This design comes from an exercise in tuning for small area on the open sky130 flow, not from production work. In this exercise RTL edits were held to simulation tests only and were not proved equivalent to the original.

**flow/run.sh**
```bash
#!/bin/bash
# synth_recipe.tcl (not shown) runs the flow's synth.tcl, then flattens the netlist and writes it again
# the make line also repeats each setting of config.mk as NAME=value (left out here)
make -C /OpenROAD-flow-scripts/flow DESIGN_CONFIG=/design/flow/config.mk WORK_HOME=/design/flow/orfs CLKGATE_MAP_FILE= SYNTH_SCRIPT=/design/flow/synth_recipe.tcl finish
```
**flow/config.mk**
```make
export PLATFORM = sky130hd
export DESIGN_NAME = link_ctrl_top
export DESIGN_NICKNAME = link_ctrl_top
export VERILOG_FILES = /design/flow/design.v
export SDC_FILE = /design/flow/constraint.sdc
export NUM_CORES = 4
export LEC_CHECK = 0
export CAP_MARGIN = 20
export CORE_MARGIN = 2
export CORE_UTILIZATION = 40
export SLEW_MARGIN = 20
```
**flow/constraint.sdc**
```tcl
create_clock -name core_clock -period 5.0 [get_ports {ipb_clk}]
set_input_delay 1.0000 -clock core_clock [delete_from_list [all_inputs] [get_ports {ipb_clk}]]
set_output_delay 1.0000 -clock core_clock [all_outputs]
set_load 0.01 [all_outputs]
```
**flow/design.v**
```verilog
package link_ctrl_pkg;
  localparam int IPB_ADDR_W = 24;
  localparam int IPB_DATA_W = 32;
  localparam int TGT_LSB    = 20;             
  localparam int TGT_W      = 4;
  localparam int REG_IDX_W  = 2;              
  localparam int WR_COUNT_W = 16;
  localparam int BIT_IDX_W  = 5;
  localparam int CHANNEL_COUNT = 5;           
  localparam int SYNTH_TARGET  = 5;           
  localparam int SCLK_HALF  = 2;              
  localparam int SYNTH_BITS = 32;             
  localparam int SCLK_DIV_W = $clog2(SCLK_HALF);
  typedef logic [IPB_ADDR_W-1:0] ipb_addr_t;
  typedef logic [IPB_DATA_W-1:0] ipb_data_t;
  typedef logic [TGT_W-1:0]      target_t;
  typedef logic [REG_IDX_W-1:0]  reg_idx_t;
  typedef logic [WR_COUNT_W-1:0] wr_count_t;
  typedef logic [BIT_IDX_W-1:0]  bit_idx_t;
  localparam reg_idx_t CHAN_COUNT_REG = 2'd3;   
  localparam reg_idx_t SYNTH_WORD_REG = 2'd0;   
  localparam reg_idx_t SYNTH_STAT_REG = 2'd1;   
  localparam reg_idx_t SYNTH_CTRL_REG = 2'd2;   
  typedef enum logic [2:0] {
    st_idle,
    st_write,
    st_read,
    st_ack,
    st_hold
  } ipb_state_t;
endpackage
module ipb_io_fsm (
  input  logic ipb_clk,
  input  logic rst,
  input  logic ipb_strobe,   
  input  logic ipb_write,
  input  logic io_rd_ack,    
  output logic io_wr_en,
  output logic io_rd_en,
  output logic ipb_ack
);
  link_ctrl_pkg::ipb_state_t state;
  link_ctrl_pkg::ipb_state_t state_nxt;
  always_comb begin
    state_nxt = state;
    case (state)
      link_ctrl_pkg::st_idle: begin
        if (ipb_strobe) begin
          state_nxt = ipb_write ? link_ctrl_pkg::st_write : link_ctrl_pkg::st_read;
        end
      end
      link_ctrl_pkg::st_write: begin
        state_nxt = link_ctrl_pkg::st_ack;              
      end
      link_ctrl_pkg::st_read: begin
        if (io_rd_ack) begin             
          state_nxt = link_ctrl_pkg::st_ack;
        end
      end
      link_ctrl_pkg::st_ack: begin
        state_nxt = link_ctrl_pkg::st_hold;
      end
      link_ctrl_pkg::st_hold: begin
        if (!ipb_strobe) begin           
          state_nxt = link_ctrl_pkg::st_idle;
        end
      end
      default: begin
        state_nxt = link_ctrl_pkg::st_idle;
      end
    endcase
  end
  always_ff @(posedge ipb_clk) begin
    if (rst) begin
      state    <= link_ctrl_pkg::st_idle;
      io_wr_en <= 1'b0;
      io_rd_en <= 1'b0;
    end else begin
      state    <= state_nxt;
      io_wr_en <= (state == link_ctrl_pkg::st_idle) && ipb_strobe && ipb_write;    
      io_rd_en <= (state == link_ctrl_pkg::st_idle) && ipb_strobe && !ipb_write;   
    end
  end
  assign ipb_ack = (state == link_ctrl_pkg::st_ack);    
endmodule
module ipb_target_sel (
  input  logic ipb_clk,
  input  logic rst,
  input  link_ctrl_pkg::ipb_addr_t ipb_addr,
  input  logic io_wr_en,
  input  logic io_rd_en,
  output logic [link_ctrl_pkg::CHANNEL_COUNT-1:0] chan_wr,
  output logic [link_ctrl_pkg::CHANNEL_COUNT-1:0] chan_rd,
  output logic synth_wr,
  output logic synth_rd,
  input  logic [link_ctrl_pkg::CHANNEL_COUNT-1:0] chan_rd_ack,
  input  link_ctrl_pkg::ipb_data_t [link_ctrl_pkg::CHANNEL_COUNT-1:0] chan_rd_data,
  input  logic synth_rd_ack,
  input  link_ctrl_pkg::ipb_data_t synth_rd_data,
  output logic io_rd_ack,
  output link_ctrl_pkg::ipb_data_t ipb_rdata
);
  link_ctrl_pkg::target_t target;
  logic [link_ctrl_pkg::CHANNEL_COUNT-1:0] chan_sel;   
  logic synth_sel;
  logic unmapped_rd;                    
  logic rd_hit;
  link_ctrl_pkg::ipb_data_t rd_mux;
  assign target = ipb_addr[link_ctrl_pkg::TGT_LSB +: link_ctrl_pkg::TGT_W];
  always_comb begin
    for (int i = 0; i < link_ctrl_pkg::CHANNEL_COUNT; i++) begin
      chan_sel[i] = (target == link_ctrl_pkg::target_t'(i));
    end
  end
  assign synth_sel = (target == link_ctrl_pkg::target_t'(link_ctrl_pkg::SYNTH_TARGET));
  assign chan_wr   = chan_sel & {link_ctrl_pkg::CHANNEL_COUNT{io_wr_en}};
  assign chan_rd   = chan_sel & {link_ctrl_pkg::CHANNEL_COUNT{io_rd_en}};
  assign synth_wr  = synth_sel & io_wr_en;
  assign synth_rd  = synth_sel & io_rd_en;
  always_comb begin
    rd_mux = '0;                        
    if (synth_rd_ack) begin
      rd_mux = synth_rd_data;
    end
    for (int i = 0; i < link_ctrl_pkg::CHANNEL_COUNT; i++) begin
      if (chan_rd_ack[i]) begin
        rd_mux = chan_rd_data[i];
      end
    end
  end
  assign rd_hit = (|chan_rd_ack) | synth_rd_ack | unmapped_rd;
  always_ff @(posedge ipb_clk) begin
    if (rst) begin
      unmapped_rd <= 1'b0;
      io_rd_ack   <= 1'b0;
    end else begin
      unmapped_rd <= io_rd_en && !synth_sel && !(|chan_sel);   
      io_rd_ack   <= rd_hit;
    end
  end
  always_ff @(posedge ipb_clk) begin
    if (rd_hit) begin
      ipb_rdata <= rd_mux;              
    end
  end
endmodule
module chan_reg_bank #(
  parameter int chan_index = 0          
) (
  input  logic ipb_clk,
  input  logic rst,
  input  logic wr,                      
  input  logic rd,                      
  input  link_ctrl_pkg::reg_idx_t reg_idx,
  input  link_ctrl_pkg::ipb_data_t wr_data,
  output link_ctrl_pkg::ipb_data_t rd_data,
  output logic rd_ack
);
  link_ctrl_pkg::ipb_data_t reg0;
  link_ctrl_pkg::ipb_data_t reg1;
  link_ctrl_pkg::ipb_data_t reg2;
  link_ctrl_pkg::wr_count_t wr_count;                  
  always_ff @(posedge ipb_clk) begin
    if (rst) begin
      reg0     <= '0;
      reg1     <= '0;
      reg2     <= '0;
      wr_count <= '0;
    end else if (wr) begin
      case (reg_idx)
        2'd0:    reg0 <= wr_data;
        2'd1:    reg1 <= wr_data;
        2'd2:    reg2 <= wr_data;
        default: reg2 <= reg2;          
      endcase
      if (reg_idx != link_ctrl_pkg::CHAN_COUNT_REG) begin
        wr_count <= wr_count + link_ctrl_pkg::wr_count_t'(1);
      end
    end
  end
  always_ff @(posedge ipb_clk) begin
    if (rst) begin
      rd_ack <= 1'b0;
    end else begin
      rd_ack <= rd;
    end
  end
  always_ff @(posedge ipb_clk) begin
    if (rd) begin
      case (reg_idx)
        2'd0:    rd_data <= reg0;
        2'd1:    rd_data <= reg1;
        2'd2:    rd_data <= reg2;
        default: rd_data <= link_ctrl_pkg::ipb_data_t'(wr_count);   
      endcase
    end
  end
endmodule
module synth_bit_timer (
  input  logic ipb_clk,
  input  logic rst,
  input  logic start,                   
  output logic half_tick,               
  output logic last_bit,                
  output logic busy
);
  logic [link_ctrl_pkg::SCLK_DIV_W-1:0] div_cnt;       
  logic high_phase;                     
  link_ctrl_pkg::bit_idx_t bit_idx;
  assign half_tick = busy && (div_cnt == link_ctrl_pkg::SCLK_DIV_W'(link_ctrl_pkg::SCLK_HALF - 1));
  assign last_bit  = busy && (bit_idx == link_ctrl_pkg::bit_idx_t'(link_ctrl_pkg::SYNTH_BITS - 1));
  always_ff @(posedge ipb_clk) begin
    if (rst) begin
      busy       <= 1'b0;
      div_cnt    <= '0;
      high_phase <= 1'b0;
      bit_idx    <= '0;
    end else if (start && !busy) begin
      busy       <= 1'b1;               
      div_cnt    <= '0;
      high_phase <= 1'b0;
      bit_idx    <= '0;
    end else if (busy) begin
      if (half_tick) begin
        div_cnt    <= '0;
        high_phase <= !high_phase;
        if (high_phase) begin           
          if (last_bit) begin
            busy <= 1'b0;               
          end else begin
            bit_idx <= bit_idx + link_ctrl_pkg::bit_idx_t'(1);
          end
        end
      end else begin
        div_cnt <= div_cnt + link_ctrl_pkg::SCLK_DIV_W'(1);
      end
    end
  end
endmodule
module synth_serial_if (
  input  logic ipb_clk,
  input  logic rst,
  input  logic wr,
  input  logic rd,
  input  link_ctrl_pkg::reg_idx_t reg_idx,
  input  link_ctrl_pkg::ipb_data_t wr_data,
  output link_ctrl_pkg::ipb_data_t rd_data,
  output logic rd_ack,
  input  logic half_tick,
  input  logic last_bit,
  input  logic busy,
  output logic start,
  output logic dclk,
  output logic ddat,
  output logic dlen,
  output logic goe,
  output logic sync
);
  link_ctrl_pkg::ipb_data_t last_word;                 
  link_ctrl_pkg::ipb_data_t shift_q;                   
  logic load;
  assign load  = wr && (reg_idx == link_ctrl_pkg::SYNTH_WORD_REG) && !busy;   
  assign start = load;
  assign ddat  = shift_q[link_ctrl_pkg::SYNTH_BITS-1];
  always_ff @(posedge ipb_clk) begin
    if (rst) begin
      last_word <= '0;
      shift_q   <= '0;
      dclk      <= 1'b0;
      dlen      <= 1'b0;
      goe       <= 1'b0;
      sync      <= 1'b0;
    end else begin
      if (load) begin
        last_word <= wr_data;
        shift_q   <= wr_data;           
        dclk      <= 1'b0;
        dlen      <= 1'b1;
      end else if (half_tick) begin
        dclk <= !dclk;
        if (dclk) begin                 
          shift_q <= shift_q << 1;
          if (last_bit) begin
            dlen <= 1'b0;
          end
        end
      end
      if (wr && (reg_idx == link_ctrl_pkg::SYNTH_CTRL_REG)) begin
        goe  <= wr_data[0];
        sync <= wr_data[1];
      end
    end
  end
  always_ff @(posedge ipb_clk) begin
    if (rst) begin
      rd_ack <= 1'b0;
    end else begin
      rd_ack <= rd;
    end
  end
  always_ff @(posedge ipb_clk) begin
    if (rd) begin
      case (reg_idx)
        link_ctrl_pkg::SYNTH_WORD_REG: rd_data <= last_word;
        link_ctrl_pkg::SYNTH_STAT_REG: rd_data <= link_ctrl_pkg::ipb_data_t'(busy);
        link_ctrl_pkg::SYNTH_CTRL_REG: rd_data <= link_ctrl_pkg::ipb_data_t'({sync, goe});
        default:        rd_data <= '0;
      endcase
    end
  end
endmodule
module link_ctrl_top (
  input  logic ipb_clk,
  input  logic rst,
  input  logic ipb_strobe,
  input  logic ipb_write,
  input  link_ctrl_pkg::ipb_addr_t ipb_addr,
  input  link_ctrl_pkg::ipb_data_t ipb_wdata,
  output link_ctrl_pkg::ipb_data_t ipb_rdata,
  output logic ipb_ack,
  output logic adcclk_dclk,
  output logic adcclk_ddat,
  output logic adcclk_dlen,
  output logic adcclk_goe,
  output logic adcclk_sync
);
  logic io_wr_en;
  logic io_rd_en;
  logic io_rd_ack;                      
  logic [link_ctrl_pkg::CHANNEL_COUNT-1:0] chan_wr;
  logic [link_ctrl_pkg::CHANNEL_COUNT-1:0] chan_rd;
  logic [link_ctrl_pkg::CHANNEL_COUNT-1:0] chan_rd_ack;
  link_ctrl_pkg::ipb_data_t [link_ctrl_pkg::CHANNEL_COUNT-1:0] chan_rd_data;
  logic synth_wr;
  logic synth_rd;
  logic synth_rd_ack;
  link_ctrl_pkg::ipb_data_t synth_rd_data;
  logic half_tick;
  logic last_bit;
  logic busy;
  logic start;
  ipb_io_fsm i_ipb_io_fsm (
    .ipb_clk   (ipb_clk),
    .rst       (rst),
    .ipb_strobe(ipb_strobe),
    .ipb_write (ipb_write),
    .io_rd_ack (io_rd_ack),
    .io_wr_en  (io_wr_en),
    .io_rd_en  (io_rd_en),
    .ipb_ack   (ipb_ack)
  );
  ipb_target_sel i_ipb_target_sel (
    .ipb_clk      (ipb_clk),
    .rst          (rst),
    .ipb_addr     (ipb_addr),
    .io_wr_en     (io_wr_en),
    .io_rd_en     (io_rd_en),
    .chan_wr      (chan_wr),
    .chan_rd      (chan_rd),
    .synth_wr     (synth_wr),
    .synth_rd     (synth_rd),
    .chan_rd_ack  (chan_rd_ack),
    .chan_rd_data (chan_rd_data),
    .synth_rd_ack (synth_rd_ack),
    .synth_rd_data(synth_rd_data),
    .io_rd_ack    (io_rd_ack),
    .ipb_rdata    (ipb_rdata)
  );
  for (genvar i = 0; i < link_ctrl_pkg::CHANNEL_COUNT; i++) begin : g_chan
    chan_reg_bank #(
      .chan_index(i)
    ) i_chan_reg_bank (
      .ipb_clk(ipb_clk),
      .rst    (rst),
      .wr     (chan_wr[i]),
      .rd     (chan_rd[i]),
      .reg_idx(ipb_addr[link_ctrl_pkg::REG_IDX_W-1:0]),
      .wr_data(ipb_wdata),
      .rd_data(chan_rd_data[i]),
      .rd_ack (chan_rd_ack[i])
    );
  end
  synth_bit_timer i_synth_bit_timer (
    .ipb_clk  (ipb_clk),
    .rst      (rst),
    .start    (start),
    .half_tick(half_tick),
    .last_bit (last_bit),
    .busy     (busy)
  );
  synth_serial_if i_synth_serial_if (
    .ipb_clk  (ipb_clk),
    .rst      (rst),
    .wr       (synth_wr),
    .rd       (synth_rd),
    .reg_idx  (ipb_addr[link_ctrl_pkg::REG_IDX_W-1:0]),
    .wr_data  (ipb_wdata),
    .rd_data  (synth_rd_data),
    .rd_ack   (synth_rd_ack),
    .half_tick(half_tick),
    .last_bit (last_bit),
    .busy     (busy),
    .start    (start),
    .dclk     (adcclk_dclk),
    .ddat     (adcclk_ddat),
    .dlen     (adcclk_dlen),
    .goe      (adcclk_goe),
    .sync     (adcclk_sync)
  );
endmodule
```
==> results.txt <==
[path summary, 6_finish.rpt]
kind | from | endpoint | slack [ns] | cells past startpoint
setup reg to reg | g_chan[0].i_chan_reg_bank.rd_ack | i_ipb_target_sel.ipb_rdata[14] | 2.14 | 6
hold reg to reg | i_synth_serial_if.last_word[21] | i_synth_serial_if.last_word[21] | 0.44 | 2
setup / recovery | ipb_addr[22] | g_chan[4].i_chan_reg_bank.wr_count[10] | 1.71 | 5
hold / removal | i_synth_serial_if.last_word[21] | i_synth_serial_if.last_word[21] | 0.44 | 2
[layout make-up]
cell class	count	area [sq um]
Tap cell	1165	1460
Sequential cell	873	19700
Clock inverter	33	352
Timing Repair Buffer	157	1460
Clock buffer	130	2610
Antenna cell	4	10.0
Inverter	16	60.1
Multi-Input combinational cell	2590	14600
Fill cell	8331	47900
[worst reg2reg max path, delay by kind of cell (launching register included)]
kind,cells,cell delay (ns)
AOI/OAI and AO/OA,3,0.83
buffers and inverters,2,0.72
DFF,1,0.30
and+or+nand+nor,1,0.73
[kinds of logic after synthesis]
family | Yosys count | synth area share [%]
flops | 873 | 55.4
simple gates | 1473 | 17.5
fa+ha+maj | 7 | 0.246
mux | 212 | 8.81
compound gates | 879 | 13.6
buf+inv | 363 | 3.90
xor+xnor | 19 | 0.468
[cells in the final DEF, fill, tap and decap left out, drive strengths merged, types with 14 or more instances in the layout]
cell | netlist | final
nor2b | 14 | 14
dfxtp | 649 | 649
nand4 | 21 | 21
mux4 | 80 | 80
a221oi | 20 | 20
mux2i | 123 | 123
inv | 16 | 19
o221ai | 20 | 20
o31ai | 35 | 35
and2 | 33 | 33
buf | 36 | 81
clkinv | 0 | 21
or3 | 16 | 16
edfxtp | 224 | 224
nand3 | 43 | 43
nand2 | 1141 | 1141
o21ai | 139 | 139
clkdlybuf4s50 | 0 | 76
or4 | 42 | 42
nor2 | 60 | 60
or2 | 34 | 34
clkbuf | 311 | 130
a21oi | 598 | 598
a22oi | 21 | 21
nor3 | 33 | 33
[sequential cells by signal, indices dropped and copies added (netlist names), 3 cells and up]
signal                           count
i_synth_serial_if.shift_q           32
g_chan.i_chan_reg_bank.rd_ack        5
i_synth_serial_if.rd_data           32
i_ipb_io_fsm.state                   3
i_synth_bit_timer.bit_idx            5
g_chan.i_chan_reg_bank.rd_data     160
g_chan.i_chan_reg_bank.wr_count     80
g_chan.i_chan_reg_bank.reg2        160
g_chan.i_chan_reg_bank.reg0        160
g_chan.i_chan_reg_bank.reg1        160
i_ipb_target_sel.ipb_rdata          32
i_synth_serial_if.last_word         32
[report_power, final]
part	switching, uW	internal [uW]	total [uW]
registers	5.45	7220	7220
clock network	2810	3970	6780
logic	345	112	457
total	3160	11300	14500
[routing by layer]
| layer | vias to the layer above | part of all wire, % | track usage [%] |
|---|---|---|---|
| met5 | - | 0 | 0 |
| met4 | 0 | 3.3 | 7.85 |
| met3 | 182 | 7.1 | 3.26 |
| met2 | 934 | 47 | 37.6 |
| met1 | 13400 | 43 | 31.2 |
| li1 | 13100 | - | - |
[per-stage QoR]
| step | hold slack (ns) | utilization, % | instance area [sq um] | setup slack (ns) |
|---|---|---|---|---|
| floorplan | 0.427 | - | 35600 | 1.41 |
| global placement | 0.437 | 42.3 | 37300 | 1.11 |
| detailed placement | 0.441 | 42.3 | 37300 | 1.10 |
| CTS | 0.449 | 45.6 | 40300 | 1.76 |
| global route | 0.465 | 45.6 | 40300 | 1.56 |
| finish | 0.444 | 45.7 | 40300 | 1.71 |
==> flow_summary.toml <==
[logic_synthesis]
synth_warnings = 9
yosysMostFrequentCell = "nand2_1"
ys_seq_area_share_pct = 55.4
synthCells = 3826
ys_ff_latch = 873
synth_edf_count = 224
ys_async_sr_fraction_pct = 0
synth.top_cell.area_share_pct = 36.5
avgSynthCellArea_sq_um = 9.30
syn_area_sq_mm = 0.0356
synth.net_count = 3893
ys.flop_type = "dfxtp_1"
synth_largest_area_cell = "dfxtp_1"
synth.area.top_cells = "dfxtp_1 (37%), edfxtp_1 (19%), nand2_1 (12%)"
netlist_top_cells_count = "nand2_1 (1141), dfxtp_1 (649), a21oi_1 (598), clkbuf_1 (311), edfxtp_1 (224)"
ys_types = 55

[critical_path]
critPathArrivalTime_ns = 3.85
slowest_delay_ns = 0.88
cp.required_ns = 5.56
endpoint_kind = "register"
cp-start-kind = "input port"
critPathSlowestCell = "or4_1"
path_buf_inv = 1
critPathKind = "input port to register"
crit_top_cell = "or4_1"
crit_fanout = 18
path_cells = "clkdlybuf4s50_1 -> or3b_1 -> or4_1 -> or4_1 -> a21oi_1"
path_delay_family = "simple AND/OR/NAND/NOR gates"

[grt]
overflow = 0
grt_start_max_net_pins = 151
grt_pass1_wl_um = 161000
track_usage_pct = 23.0
grt_pass1_vias = 26500
antenna_found_initial = 3

[clock_tree]
clkLatencyLatePin_ns = 0.64
clock-sinks = 873
cts_setup_buffers = 0
ctsResizeCount = 0
clock_path_buffers = 3
cts_root_buffer = "clkbuf_16"
cts_hold_buf = 0
clk_pin_slew_ns = 0.06
cts_tree = "yes"
cts_made_buffers = 87
htree_levels = 3

[sta]
tns_ns = 0
fin_skew_ns = 0.00960
relSlewSlack_pct = 23.5
worstMarginPinSlew_ns = 1.14
finalHoldViolations = 0
rsz0062_at_grt = "no"
fin_crit_sh_pct = 65.7
min_period_ns = 3.29
setup_viol = 0
slew_viol_final = 0
fmax_mhz = 304

[die]
rows = 109
core_sq_mm = 0.0882
ioPinCount = 98
die-area_sq_mm = 0.0913
die_h_um = 302
initial_core_util_pct = 40.3
die_x_um = 302

[run]
maxCapViolations = 0

[route]
avgViaCountPerCell = 5.55
drc = 0
ant_nets = 0
via_count = 27600
drt_pass1_iterations = 5
routed_wirelength_um = 106000
route.detailed.wl_per_inst_um = 21.3
drtIter0Drc = 2469

[finish]
syn_to_final_growth_pct = 13.3
finalNonFillerCells = 4968
layout-drive-gt1-share_pct = 9.92
nNetsFinal = 3792

[pwr]
powerDensity_mw_per_mm2 = 359
power_uw = 14500
vdd_drop_max_mv = 0.227
p_leak_uw = 0.0134

[place]
place_congestion = 0.858
dp.final_hpwl_um = 63600
port_buffers = 79
dp.cells = 4801

[outcome]
status = "finished clean"

[hold_path]
hold_class = "register to register"

[separate check: timing with driven ports]
Ports are ideal in the flow. The routed layout listed here was re-timed in OpenROAD. Step 1, drivers: a clkbuf_16 drives ipb_clk and a buf_2 each remaining input, both assumed. Step 2 moves the port delays by t, midway between the first and last clock arrival at a register: inputs arrive t later, outputs are due t later. That takes back most of the time a late clock gives input paths. a / b / c = ideal / step 1 / step 2; a / b = the first two.
t, ns: 0.695
slack for setup (ns): 1.713 / 1.735 / 1.040
clock arrival spread, ns: 0.011 / 0.012
worst register clock-pin slew, ns: 0.07 / 0.07
worst data-port slew with drivers (ns): 0.11
After both steps this run still meets setup and hold. For this run, drivers alone change the setup slack by +0.022 ns; drivers and shift together by -0.673 ns.
